What follows belongs to an exercise in optimizing a design on an open flow for small area; a production flow would make more cautious choices.
Only simulation tests tie the RTL to the original design; equivalence was not proved.
No activity file was given, so power comes from the tool's default toggle rates.

==> run M: inputs <==
Design retire_unit, start of the top module:
module retire_unit
(
    input  logic                                clk,
    input  logic                                rst_n,
    input  logic [DISPATCH_WIDTH*COMMIT_W-1:0]      commit_if,
    output logic [DISPATCH_WIDTH-1:0]           free_valid,
    output logic [DISPATCH_WIDTH*PHYS_REGS_ADDR_WIDTH-1:0]     free_phys,
    input  logic                                free_ready,
    output logic                                redirect_valid,
    output logic [31:0]                         redirect_pc,
    output logic [ARCH_REGS*PHYS_REGS_ADDR_WIDTH-1:0]          rrat,
    output logic [63:0]                         instret,
    output logic                                free_q_overflow
);
Settings: LEC_CHECK=0, CAP_MARGIN=20, CORE_MARGIN=2, CORE_UTILIZATION=50, SLEW_MARGIN=20, SYNTH_HIERARCHICAL=1, SYNTH_MINIMUM_KEEP_SIZE=0; clock period 6.0 ns.
standard.sh (not shown) runs the stock make flow with config.mk's settings and CLKGATE_MAP_FILE= SYNTH_SCRIPT=/design/flow/synth_recipe.tcl, a recipe that flattens the netlist after the stock synthesis.
==> flow/flow/run.sh <==
#!/bin/bash
# Standard layout, with the port buffers made of the smallest buffer cell and
# a clock tree of clkbuf_8 leaf clusters without dummy loads.
set -euo pipefail
bash standard.sh \
  "BUFFER_PORTS_ARGS=-buffer_cell sky130_fd_sc_hd__buf_1" \
  "CTS_ARGS=-sink_clustering_enable -repair_clock_nets -dont_use_dummy_load -buf_list sky130_fd_sc_hd__clkbuf_8 -sink_clustering_size 16 -sink_clustering_max_diameter 60" \
  finish > standard_make.log 2>&1
==> run B: changes against run M <==
==> flow/design.v (replaced) <==
package retire_unit_pkg;
    localparam int DISPATCH_WIDTH       = 2;
    localparam int PHYS_REGS_ADDR_WIDTH = 6;
    localparam int ARCH_REGS            = 32;
    localparam int FREE_Q_DEPTH         = 64;
    localparam int FREE_Q_ADDR_WIDTH    = $clog2(FREE_Q_DEPTH);
    localparam int COMMIT_W             = 1 + PHYS_REGS_ADDR_WIDTH + 5 + 32 + 32 + 1 + 1 + 1 + 13;
    typedef logic [PHYS_REGS_ADDR_WIDTH-1:0] phys_reg_t;
    typedef struct packed {
        logic        en;
        phys_reg_t   phys_rd;
        logic [4:0]  arch_rd;
        logic [31:0] pc;
        logic [31:0] instr;
        logic        is_branch_instr;
        logic        branch_correct;
        logic        branch_taken;
        logic [12:0] br_offset;
    } rob_commit_t;
endpackage
module ru_ao222n (input logic a1, a2, b1, b2, c1, c2, output logic y);
    assign y = ~((a1 & a2) | (b1 & b2) | (c1 & c2));
endmodule
module ru_ao22n (input logic a1, a2, b1, b2, output logic y);
    assign y = ~((a1 & a2) | (b1 & b2));
endmodule
module ru_nand2 (input logic a, b, output logic y);
    assign y = ~(a & b);
endmodule
module ru_nand3 (input logic a, b, c, output logic y);
    assign y = ~(a & b & c);
endmodule
module ru_nand4 (input logic a, b, c, d, output logic y);
    assign y = ~(a & b & c & d);
endmodule
module ru_or3 (input logic a, b, c, output logic y);
    assign y = a | b | c;
endmodule
module ru_inv (input logic a, output logic y);
    assign y = ~a;
endmodule
module ru_sel32 (input logic [31:0] sel, input logic [31:0] d, output logic y);
    logic [10:0] t;
    logic [2:0]  n;
    for (genvar i = 0; i < 10; i++) begin : g_t
        ru_ao222n u_t (.a1(sel[3*i]), .a2(d[3*i]), .b1(sel[3*i+1]), .b2(d[3*i+1]),
                       .c1(sel[3*i+2]), .c2(d[3*i+2]), .y(t[i]));
    end
    ru_ao22n u_t10 (.a1(sel[30]), .a2(d[30]), .b1(sel[31]), .b2(d[31]), .y(t[10]));
    ru_nand4 u_n0 (.a(t[0]), .b(t[1]), .c(t[2]), .d(t[3]), .y(n[0]));
    ru_nand4 u_n1 (.a(t[4]), .b(t[5]), .c(t[6]), .d(t[7]), .y(n[1]));
    ru_nand3 u_n2 (.a(t[8]), .b(t[9]), .c(t[10]), .y(n[2]));
    ru_or3   u_o  (.a(n[0]), .b(n[1]), .c(n[2]), .y(y));
endmodule
module ru_sel31 (input logic [31:1] sel, input logic [31:1] d, output logic y);
    logic [10:0] t;
    logic [2:0]  n;
    for (genvar i = 0; i < 10; i++) begin : g_t
        ru_ao222n u_t (.a1(sel[3*i+1]), .a2(d[3*i+1]), .b1(sel[3*i+2]), .b2(d[3*i+2]),
                       .c1(sel[3*i+3]), .c2(d[3*i+3]), .y(t[i]));
    end
    ru_nand2 u_t10 (.a(sel[31]), .b(d[31]), .y(t[10]));
    ru_nand4 u_n0 (.a(t[0]), .b(t[1]), .c(t[2]), .d(t[3]), .y(n[0]));
    ru_nand4 u_n1 (.a(t[4]), .b(t[5]), .c(t[6]), .d(t[7]), .y(n[1]));
    ru_nand3 u_n2 (.a(t[8]), .b(t[9]), .c(t[10]), .y(n[2]));
    ru_or3   u_o  (.a(n[0]), .b(n[1]), .c(n[2]), .y(y));
endmodule
module ru_dec32 (input logic en, input logic [4:0] a, output logic [31:0] y);
    logic [3:0] lo;
    logic [7:0] hi;
    always_comb begin
        for (int i = 0; i < 4; i++) lo[i] = en & (a[1:0] == 2'(i));
        for (int i = 0; i < 8; i++) hi[i] = (a[4:2] == 3'(i));
        for (int i = 0; i < 32; i++) y[i] = lo[i % 4] & hi[i / 4];
    end
endmodule
import retire_unit_pkg::*;
module free_reg_queue
(
    input  logic                  clk,
    input  logic                  rst_n,
    input  logic [1:0]            push_valid,
    input  logic [1:0][PHYS_REGS_ADDR_WIDTH-1:0]       push_data,
    input  logic                  pop_ready,
    output logic [1:0]            out_valid,
    output logic [1:0][PHYS_REGS_ADDR_WIDTH-1:0]       out_data,
    output logic                  overflow
);
    localparam int W  = PHYS_REGS_ADDR_WIDTH;
    localparam int AW = FREE_Q_ADDR_WIDTH;       
    localparam int BW = AW - 1;                  
    localparam int BD = FREE_Q_DEPTH / 2;        
    logic [BD-1:0][W-1:0] mem_e;
    logic [BD-1:0][W-1:0] mem_o;
    logic [AW-1:0]   rd_ptr;
    logic [AW-1:0]   wr_ptr;
    logic [AW:0]     count;
    logic [1:0]      pop_n;
    logic [AW:0]     cap;
    logic            acc1;       
    logic            acc2;       
    logic            drop;
    logic [BW-1:0]   e_raddr, e_waddr;
    logic            e_we, o_we;
    logic [W-1:0]    e_wdata, o_wdata;
    logic [W-1:0]    e_rdata, o_rdata;
    logic [BD-1:0]   e_rsel, o_rsel, e_wsel, o_wsel;
    logic [W-1:0][BD-1:0] e_bits, o_bits;
    always_comb begin
        out_valid  = {count >= 7'd2, count != 7'd0};
        pop_n      = pop_ready ? {out_valid[1], out_valid[0] & ~out_valid[1]} : 2'd0;
        cap        = count - {5'd0, pop_n};
        acc1       = (push_valid[0] | push_valid[1]) & ~cap[AW];
        acc2       = push_valid[0] & push_valid[1] & ~cap[AW] & ~(&cap[AW-1:0]);
        drop       = ((push_valid[0] | push_valid[1]) & cap[AW])
                   | (push_valid[0] & push_valid[1] & (&cap[AW-1:0]));
        e_waddr = wr_ptr[AW-1:1] + {{(BW-1){1'b0}}, wr_ptr[0]};
        e_we    = wr_ptr[0] ? acc2 : acc1;
        o_we    = wr_ptr[0] ? acc1 : acc2;
        e_wdata = (~wr_ptr[0] & push_valid[0]) ? push_data[0] : push_data[1];
        o_wdata = ( wr_ptr[0] & push_valid[0]) ? push_data[0] : push_data[1];
        e_raddr = rd_ptr[AW-1:1] + {{(BW-1){1'b0}}, rd_ptr[0]};
        for (int b = 0; b < W; b++)
            for (int i = 0; i < BD; i++) begin
                e_bits[b][i] = mem_e[i][b];
                o_bits[b][i] = mem_o[i][b];
            end
        out_data[0] = rd_ptr[0] ? o_rdata : e_rdata;
        out_data[1] = rd_ptr[0] ? e_rdata : o_rdata;
    end
    ru_dec32 u_erdec (.en(1'b1), .a(e_raddr),          .y(e_rsel));
    ru_dec32 u_ordec (.en(1'b1), .a(rd_ptr[AW-1:1]),   .y(o_rsel));
    ru_dec32 u_ewdec (.en(e_we), .a(e_waddr),          .y(e_wsel));
    ru_dec32 u_owdec (.en(o_we), .a(wr_ptr[AW-1:1]),   .y(o_wsel));
    for (genvar b = 0; b < W; b++) begin : g_rd
        ru_sel32 u_e (.sel(e_rsel), .d(e_bits[b]), .y(e_rdata[b]));
        ru_sel32 u_o (.sel(o_rsel), .d(o_bits[b]), .y(o_rdata[b]));
    end
    always_ff @(posedge clk or negedge rst_n) begin
        if (!rst_n) begin
            rd_ptr   <= '0;
            wr_ptr   <= '0;
            count    <= '0;
            overflow <= 1'b0;
        end else begin
            rd_ptr <= rd_ptr + AW'(pop_n);
            wr_ptr <= wr_ptr + AW'({acc2, acc1 & ~acc2});
            count  <= cap + 7'({acc2, acc1 & ~acc2});
            if (drop) overflow <= 1'b1;
        end
    end
    always_ff @(posedge clk) begin
        for (int i = 0; i < BD; i++) begin
            if (e_wsel[i]) mem_e[i] <= e_wdata;
            if (o_wsel[i]) mem_o[i] <= o_wdata;
        end
    end
endmodule
import retire_unit_pkg::*;
module retire_unit
(
    input  logic                                clk,
    input  logic                                rst_n,
    input  logic [DISPATCH_WIDTH*COMMIT_W-1:0]      commit_if,
    output logic [DISPATCH_WIDTH-1:0]           free_valid,
    output logic [DISPATCH_WIDTH*PHYS_REGS_ADDR_WIDTH-1:0]     free_phys,
    input  logic                                free_ready,
    output logic                                redirect_valid,
    output logic [31:0]                         redirect_pc,
    output logic [ARCH_REGS*PHYS_REGS_ADDR_WIDTH-1:0]          rrat,
    output logic [63:0]                         instret,
    output logic                                free_q_overflow
);
    localparam int W = PHYS_REGS_ADDR_WIDTH;
    logic [DISPATCH_WIDTH-1:0][W-1:0]   free_phys_q;
    logic [ARCH_REGS-1:1][W-1:0]  rrat_q;
    retire_unit_pkg::rob_commit_t                c0;
    retire_unit_pkg::rob_commit_t                c1;
    logic                       mispredict0;
    logic                       mispredict1;
    logic                       retire0;
    logic                       retire1;
    logic                       wr0;
    logic [1:0]                 push_valid;
    logic [1:0][W-1:0]          push_data;
    logic [31:0]                dec1;
    logic                       same_rd;
    logic [W-1:0][ARCH_REGS-1:1] rrat_bits;
    logic [W-1:0]               rd0, rd1;
    logic [ARCH_REGS-1:1]       hold;
    logic [31:0]                wdec0;
    logic                       wr0_only;
    logic [ARCH_REGS-1:1][W-1:0] rrat_d;
    logic                       unused_instr;
    logic [31:0]                sel_pc;
    logic                       sel_taken;
    logic [12:0]                sel_off;
    assign free_phys    = free_phys_q;
    assign c0           = commit_if[COMMIT_W-1:0];
    assign c1           = commit_if[2*COMMIT_W-1:COMMIT_W];
    assign unused_instr = ^{c0.instr, c1.instr};
    always_comb begin
        rrat[W-1:0] = '0;
        for (int a = 1; a < ARCH_REGS; a++) rrat[a*W +: W] = rrat_q[a];
    end
    logic [12:0]  addend;
    logic [13:0]  lo_c;
    logic [12:0]  lo_sum;
    logic         sel_sign;
    logic [12:0]  rpc_lo_q;
    logic [18:0]  rpc_hi_q;
    logic         rpc_inc_q, rpc_dec_q;
    logic [19:0]  hi_p1, hi_p0;
    assign sel_pc    = mispredict0 ? c0.pc : c1.pc;
    assign sel_taken = mispredict0 ? c0.branch_taken : c1.branch_taken;
    assign sel_off   = mispredict0 ? c0.br_offset : c1.br_offset;
    assign addend    = sel_taken ? sel_off : 13'd4;
    assign sel_sign  = sel_taken & sel_off[12];
    always_comb begin
        lo_c[0] = 1'b0;
        for (int i = 0; i < 13; i++) begin
            lo_sum[i]  = sel_pc[i] ^ addend[i] ^ lo_c[i];
            lo_c[i+1]  = (sel_pc[i] & addend[i]) | (lo_c[i] & (sel_pc[i] ^ addend[i]));
        end
    end
    always_ff @(posedge clk) begin
        rpc_lo_q  <= lo_sum;
        rpc_hi_q  <= sel_pc[31:13];
        rpc_inc_q <= lo_c[13] & ~sel_sign;
        rpc_dec_q <= ~lo_c[13] & sel_sign;
    end
    always_comb begin
        hi_p1[0] = 1'b1;
        hi_p0[0] = 1'b1;
        for (int i = 0; i < 19; i++) begin
            hi_p1[i+1] = hi_p1[i] & rpc_hi_q[i];
            hi_p0[i+1] = hi_p0[i] & ~rpc_hi_q[i];
        end
        redirect_pc[12:0] = rpc_lo_q;
        for (int i = 0; i < 19; i++)
            redirect_pc[13+i] = rpc_hi_q[i] ^ ((rpc_inc_q & hi_p1[i]) | (rpc_dec_q & hi_p0[i]));
    end
    always_comb begin
        mispredict0 = c0.en & c0.is_branch_instr & ~c0.branch_correct;
        retire0     = c0.en;
        retire1     = c1.en & ~mispredict0;
        mispredict1 = retire1 & c1.is_branch_instr & ~c1.branch_correct;
        wr0         = retire0 && (c0.arch_rd != 5'd0);
        push_valid  = {c1.en && (c1.arch_rd != 5'd0), wr0};
        same_rd     = wr0 && (c0.arch_rd == c1.arch_rd);
        wr0_only     = retire0 & ~(same_rd & retire1);
        push_data[0] = rd0 | ({W{same_rd & retire1}} & rd1);
        if (!retire1)
            push_data[1] = c1.phys_rd;
        else if (same_rd)
            push_data[1] = c0.phys_rd;
        else
            push_data[1] = rd1;
        for (int a = 1; a < ARCH_REGS; a++)
            hold[a] = ~(wdec0[a] | dec1[a]);
        for (int b = 0; b < W; b++)
            for (int a = 1; a < ARCH_REGS; a++) rrat_bits[b][a] = rrat_q[a][b];
    end
    ru_dec32 u_dec1 (.en(retire1), .a(c1.arch_rd), .y(dec1));
    ru_dec32 u_wdec0 (.en(wr0_only), .a(c0.arch_rd), .y(wdec0));
    for (genvar b = 0; b < W; b++) begin : g_rat
        ru_sel31 u_rd0 (.sel(wdec0[31:1]), .d(rrat_bits[b][31:1]), .y(rd0[b]));
        ru_sel31 u_rd1 (.sel(dec1[31:1]), .d(rrat_bits[b][31:1]), .y(rd1[b]));
        for (genvar a = 1; a < ARCH_REGS; a++) begin : g_e
            logic nd;
            ru_ao222n u_m (.a1(hold[a]), .a2(rrat_q[a][b]), .b1(wdec0[a]), .b2(c0.phys_rd[b]),
                           .c1(dec1[a]), .c2(c1.phys_rd[b]), .y(nd));
            ru_inv    u_i (.a(nd), .y(rrat_d[a][b]));
        end
    end
    always_ff @(posedge clk or negedge rst_n) begin
        if (!rst_n) begin
            redirect_valid <= 1'b0;
            for (int a = 1; a < ARCH_REGS; a++) rrat_q[a] <= W'(a);
        end else begin
            redirect_valid <= mispredict0 | mispredict1;
            for (int a = 1; a < ARCH_REGS; a++) rrat_q[a] <= rrat_d[a];
        end
    end
    logic [63:0] instret_q;
    logic [63:0] inc_c;
    logic        inc_any;
    always_comb begin
        inc_c[0] = retire0 ^ retire1;
        inc_c[1] = (retire0 & retire1) | (instret_q[0] & inc_c[0]);
        inc_any  = (retire0 | retire1) & (instret_q[0] | (retire0 & retire1));
        for (int i = 2; i < 64; i++) begin
            if (i == 16)      inc_c[i] = inc_any & (&instret_q[15:1]);
            else if (i == 32) inc_c[i] = inc_any & (&instret_q[31:1]);
            else if (i == 48) inc_c[i] = inc_any & (&instret_q[47:1]);
            else              inc_c[i] = instret_q[i-1] & inc_c[i-1];
        end
    end
    always_ff @(posedge clk or negedge rst_n) begin
        if (!rst_n) instret_q <= '0;
        else        instret_q <= instret_q ^ inc_c;
    end
    assign instret = instret_q;
    free_reg_queue u_free_q (
        .clk        (clk),
        .rst_n      (rst_n),
        .push_valid (push_valid),
        .push_data  (push_data),
        .pop_ready  (free_ready),
        .out_valid  (free_valid),
        .out_data   (free_phys_q),
        .overflow   (free_q_overflow)
    );
endmodule
Settings changed: CORE_UTILIZATION 50 to 40.
==> run H: changes against run M <==
--- a/flow/design.v
+++ b/flow/design.v
@@ -99,12 +99,32 @@
                       .y(hi_n[i]));
     end
     for (genvar i = 0; i < 32; i++) begin : g_y
         ru_nor2 u_y (.a(lo_n[i % 4]), .b(hi_n[i / 4]), .y(y[i]));
     end
 endmodule
+module ru_dec32x (input logic en, input logic [4:0] a, output logic [31:0] yr, yw);
+    logic [4:0] an;
+    logic [3:0] lo_n, low_n;
+    logic [7:0] hi_n;
+    for (genvar k = 0; k < 5; k++) begin : g_inv
+        ru_inv u_i (.a(a[k]), .y(an[k]));
+    end
+    for (genvar i = 0; i < 4; i++) begin : g_lo
+        ru_nand2 u_n (.a(i[1] ? a[1] : an[1]), .b(i[0] ? a[0] : an[0]), .y(lo_n[i]));
+        ru_nand3 u_w (.a(en), .b(i[1] ? a[1] : an[1]), .c(i[0] ? a[0] : an[0]), .y(low_n[i]));
+    end
+    for (genvar i = 0; i < 8; i++) begin : g_hi
+        ru_nand3 u_n (.a(i[2] ? a[4] : an[4]), .b(i[1] ? a[3] : an[3]), .c(i[0] ? a[2] : an[2]),
+                      .y(hi_n[i]));
+    end
+    for (genvar i = 0; i < 32; i++) begin : g_y
+        ru_nor2 u_r (.a(lo_n[i % 4]),  .b(hi_n[i / 4]), .y(yr[i]));
+        ru_nor2 u_w (.a(low_n[i % 4]), .b(hi_n[i / 4]), .y(yw[i]));
+    end
+endmodule
 import retire_unit_pkg::*;
 module free_reg_queue
 (
     input  logic                  clk,
     input  logic                  rst_n,
     input  logic [1:0]            push_valid,
@@ -117,31 +137,30 @@
     localparam int W  = PHYS_REGS_ADDR_WIDTH;
     localparam int AW = FREE_Q_ADDR_WIDTH;       
     localparam int BW = AW - 1;                  
     localparam int BD = FREE_Q_DEPTH / 2;        
     logic [BD-1:0][W-1:0] mem_e;
     logic [BD-1:0][W-1:0] mem_o;
-    logic [AW-1:0]   rd_ptr;
-    logic [AW-1:0]   wr_ptr;
+    logic [AW:0]     rd_ptr;
+    logic [AW:0]     wr_ptr;
     logic [AW:0]     count;
     logic [1:0]      pop_n;
-    logic [AW:0]     cap;
     logic            acc1;       
     logic            acc2;       
     logic            drop;
     logic            full0, full1;
     logic [BW-1:0]   e_raddr, e_waddr;
     logic            e_we, o_we;
     logic [W-1:0]    e_wdata, o_wdata;
     logic [W-1:0]    e_rdata, o_rdata;
     logic [BD-1:0]   e_rsel, o_rsel, e_wsel, o_wsel;
     logic [W-1:0][BD-1:0] e_bits, o_bits;
     always_comb begin
+        count      = wr_ptr - rd_ptr;
         out_valid  = {count >= 7'd2, count != 7'd0};
         pop_n      = pop_ready ? {out_valid[1], out_valid[0] & ~out_valid[1]} : 2'd0;
-        cap        = count - {5'd0, pop_n};
         full0      = count[AW] & ~pop_ready;
         full1      = (&count[AW-1:0]) & ~pop_ready;
         acc1       = (push_valid[0] | push_valid[1]) & ~full0;
         acc2       = push_valid[0] & push_valid[1] & ~full0 & ~full1;
         drop       = ((push_valid[0] | push_valid[1]) & full0)
                    | (push_valid[0] & push_valid[1] & full1);
@@ -168,18 +187,16 @@
         ru_sel32 u_o (.sel(o_rsel), .d(o_bits[b]), .y(o_rdata[b]));
     end
     always_ff @(posedge clk or negedge rst_n) begin
         if (!rst_n) begin
             rd_ptr   <= '0;
             wr_ptr   <= '0;
-            count    <= '0;
             overflow <= 1'b0;
         end else begin
-            rd_ptr <= rd_ptr + AW'(pop_n);
-            wr_ptr <= wr_ptr + AW'({acc2, acc1 & ~acc2});
-            count  <= cap + 7'({acc2, acc1 & ~acc2});
+            rd_ptr <= rd_ptr + 7'(pop_n);
+            wr_ptr <= wr_ptr + 7'({acc2, acc1 & ~acc2});
             if (drop) overflow <= 1'b1;
         end
     end
     always_ff @(posedge clk) begin
         for (int i = 0; i < BD; i++) begin
             if (e_wsel[i]) mem_e[i] <= e_wdata;
@@ -201,28 +218,30 @@
     output logic [ARCH_REGS*PHYS_REGS_ADDR_WIDTH-1:0]          rrat,
     output logic [63:0]                         instret,
     output logic                                free_q_overflow
 );
     localparam int W = PHYS_REGS_ADDR_WIDTH;
     logic [DISPATCH_WIDTH-1:0][W-1:0]   free_phys_q;
-    logic [ARCH_REGS-1:1][W-1:0]  rrat_q;
+    logic [ARCH_REGS-1:1][W-1:0]  rrat_q;      
+    logic [ARCH_REGS-1:1][W-1:0]  rrat_s;      
     retire_unit_pkg::rob_commit_t                c0;
     retire_unit_pkg::rob_commit_t                c1;
     logic                       mispredict0;
     logic                       mispredict1;
     logic                       retire0;
     logic                       retire1;
     logic                       wr0;
     logic [1:0]                 push_valid;
     logic [1:0][W-1:0]          push_data;
-    logic [31:0]                dec1;
+    logic [31:0]                dec1, rdec1;
     logic                       same_rd;
     logic [W-1:0][ARCH_REGS-1:1] rrat_bits;
     logic [W-1:0]               rd0, rd1;
     logic [ARCH_REGS-1:1]       hold;
     logic [31:0]                dec0, wdec0;
+    logic                       wr0_only;
     logic [ARCH_REGS-1:1][W-1:0] rrat_d;
     logic                       unused_instr;
     logic [31:0]                sel_pc;
     logic                       sel_taken;
     logic [12:0]                sel_off;
     assign free_phys    = free_phys_q;
@@ -295,39 +314,42 @@
         if (!retire1)
             push_data[1] = c1.phys_rd;
         else if (same_rd)
             push_data[1] = c0.phys_rd;
         else
             push_data[1] = rd1;
-        for (int a = 1; a < ARCH_REGS; a++) begin
-            wdec0[a] = dec0[a] & ~dec1[a];
-            hold[a]  = ~(dec0[a] | dec1[a]);
-        end
-        wdec0[0] = 1'b0;
+        wr0_only = retire0 & ~(same_rd & retire1);
+        for (int a = 1; a < ARCH_REGS; a++) hold[a] = ~(wdec0[a] | dec1[a]);
         for (int b = 0; b < W; b++)
             for (int a = 1; a < ARCH_REGS; a++) rrat_bits[b][a] = rrat_q[a][b];
     end
-    ru_dec32 u_dec1 (.en(retire1), .a(c1.arch_rd), .y(dec1));
-    ru_dec32 u_dec0 (.en(retire0), .a(c0.arch_rd), .y(dec0));
+    ru_dec32x u_dec1 (.en(retire1), .a(c1.arch_rd), .yr(rdec1), .yw(dec1));
+    ru_dec32x u_dec0 (.en(wr0_only), .a(c0.arch_rd), .yr(dec0), .yw(wdec0));
     for (genvar b = 0; b < W; b++) begin : g_rat
         ru_sel31 u_rd0 (.sel(dec0[31:1]), .d(rrat_bits[b][31:1]), .y(rd0[b]));
-        ru_sel31 u_rd1 (.sel(dec1[31:1]), .d(rrat_bits[b][31:1]), .y(rd1[b]));
+        ru_sel31 u_rd1 (.sel(rdec1[31:1]), .d(rrat_bits[b][31:1]), .y(rd1[b]));
         for (genvar a = 1; a < ARCH_REGS; a++) begin : g_e
             logic nd;
             ru_ao222n u_m (.a1(hold[a]), .a2(rrat_q[a][b]), .b1(wdec0[a]), .b2(c0.phys_rd[b]),
                            .c1(dec1[a]), .c2(c1.phys_rd[b]), .y(nd));
-            ru_inv    u_i (.a(nd), .y(rrat_d[a][b]));
+            if (a[b]) begin : g_set
+                assign rrat_d[a][b] = nd;
+                ru_inv u_i (.a(rrat_s[a][b]), .y(rrat_q[a][b]));
+            end else begin : g_clr
+                ru_inv u_i (.a(nd), .y(rrat_d[a][b]));
+                assign rrat_q[a][b] = rrat_s[a][b];
+            end
         end
     end
     always_ff @(posedge clk or negedge rst_n) begin
         if (!rst_n) begin
             redirect_valid <= 1'b0;
-            for (int a = 1; a < ARCH_REGS; a++) rrat_q[a] <= W'(a);
+            rrat_s         <= '0;
         end else begin
             redirect_valid <= mispredict0 | mispredict1;
-            for (int a = 1; a < ARCH_REGS; a++) rrat_q[a] <= rrat_d[a];
+            rrat_s         <= rrat_d;
         end
     end
     logic [63:0] instret_q;
     logic [63:0] inc_c;
     logic        inc_any;
     logic [7:0] seg_ones;    
==> flow/flow/run.sh (replaced) <==
#!/bin/bash
# Standard layout, with the port buffers made of the smallest buffer cell and
# a clock tree of clkbuf_8 leaf clusters without dummy loads.
set -euo pipefail
bash standard.sh \
  "BUFFER_PORTS_ARGS=-buffer_cell sky130_fd_sc_hd__buf_1" \
  "CTS_ARGS=-sink_clustering_enable -repair_clock_nets -dont_use_dummy_load -buf_list sky130_fd_sc_hd__clkbuf_8 -sink_clustering_size 16 -sink_clustering_max_diameter 70" \
  finish > standard_make.log 2>&1
==> summary of the runs <==
- Register-to-register slack: run M > run H > run B.
- First-iteration DRC count: run M < run B < run H.
- Non-clock buffer count, highest first: run B, run M, run H.
- Clock skew: run B > run H > run M.
- In synthesized area, run B and run M hardly differ.
- Run B finished with timing, DRC and antenna clean. Run H completed without violations. Run M completed with no timing, DRC or antenna violations.
- Critical path depth: run H is higher than run M (3).
- The highest combinational power belongs to run H, the lowest to run B.
- The lowest wire length belongs to run M, the highest to run H.
- Die area, lowest first: run M, run H, run B.
- Clock power: run H is smaller than run B (about 6%).
- The highest core utilization belongs to run M, the lowest to run B.

## static timing again, ports no longer ideal
No port has a modelled driver above. Below, the same layouts with a new extraction and two added sets of constraints. Step 1 assumes that a clkbuf_16 drives the clock port and a buf_2 every other input. Step 2, shift: input delay + t, output delay - t, t = (earliest + latest rising clock arrival at the registers) / 2. This alone moves slack from input paths to output paths. Slacks: ideal ports / drivers / drivers and shift; pairs: ideal ports / drivers.
| run | shift t [ns] | setup WS [ns] | hold WS [ns] | worst data-port slew with drivers (ns) | pins driven straight from the clock port |
|---|---|---|---|---|---|
| run M | 0.726 | 0.360 / 0.299 / 0.273 | 0.379 / 0.340 / 0.476 | 0.10 | 1 |
| run B | 0.733 | 0.213 / 0.214 / -0.519 | 0.499 / 0.499 / 0.499 | 0.11 | 1 |
| run H | 0.709 | 0.168 / 0.104 / 0.742 | 0.471 / 0.471 / 0.471 | 0.10 | 1 |
With both steps, setup timing fails in run B, where it was met with ideal ports. The setup slack of run B, which loses most, moves by +0.001 ns with the drivers and by -0.732 ns with both steps.
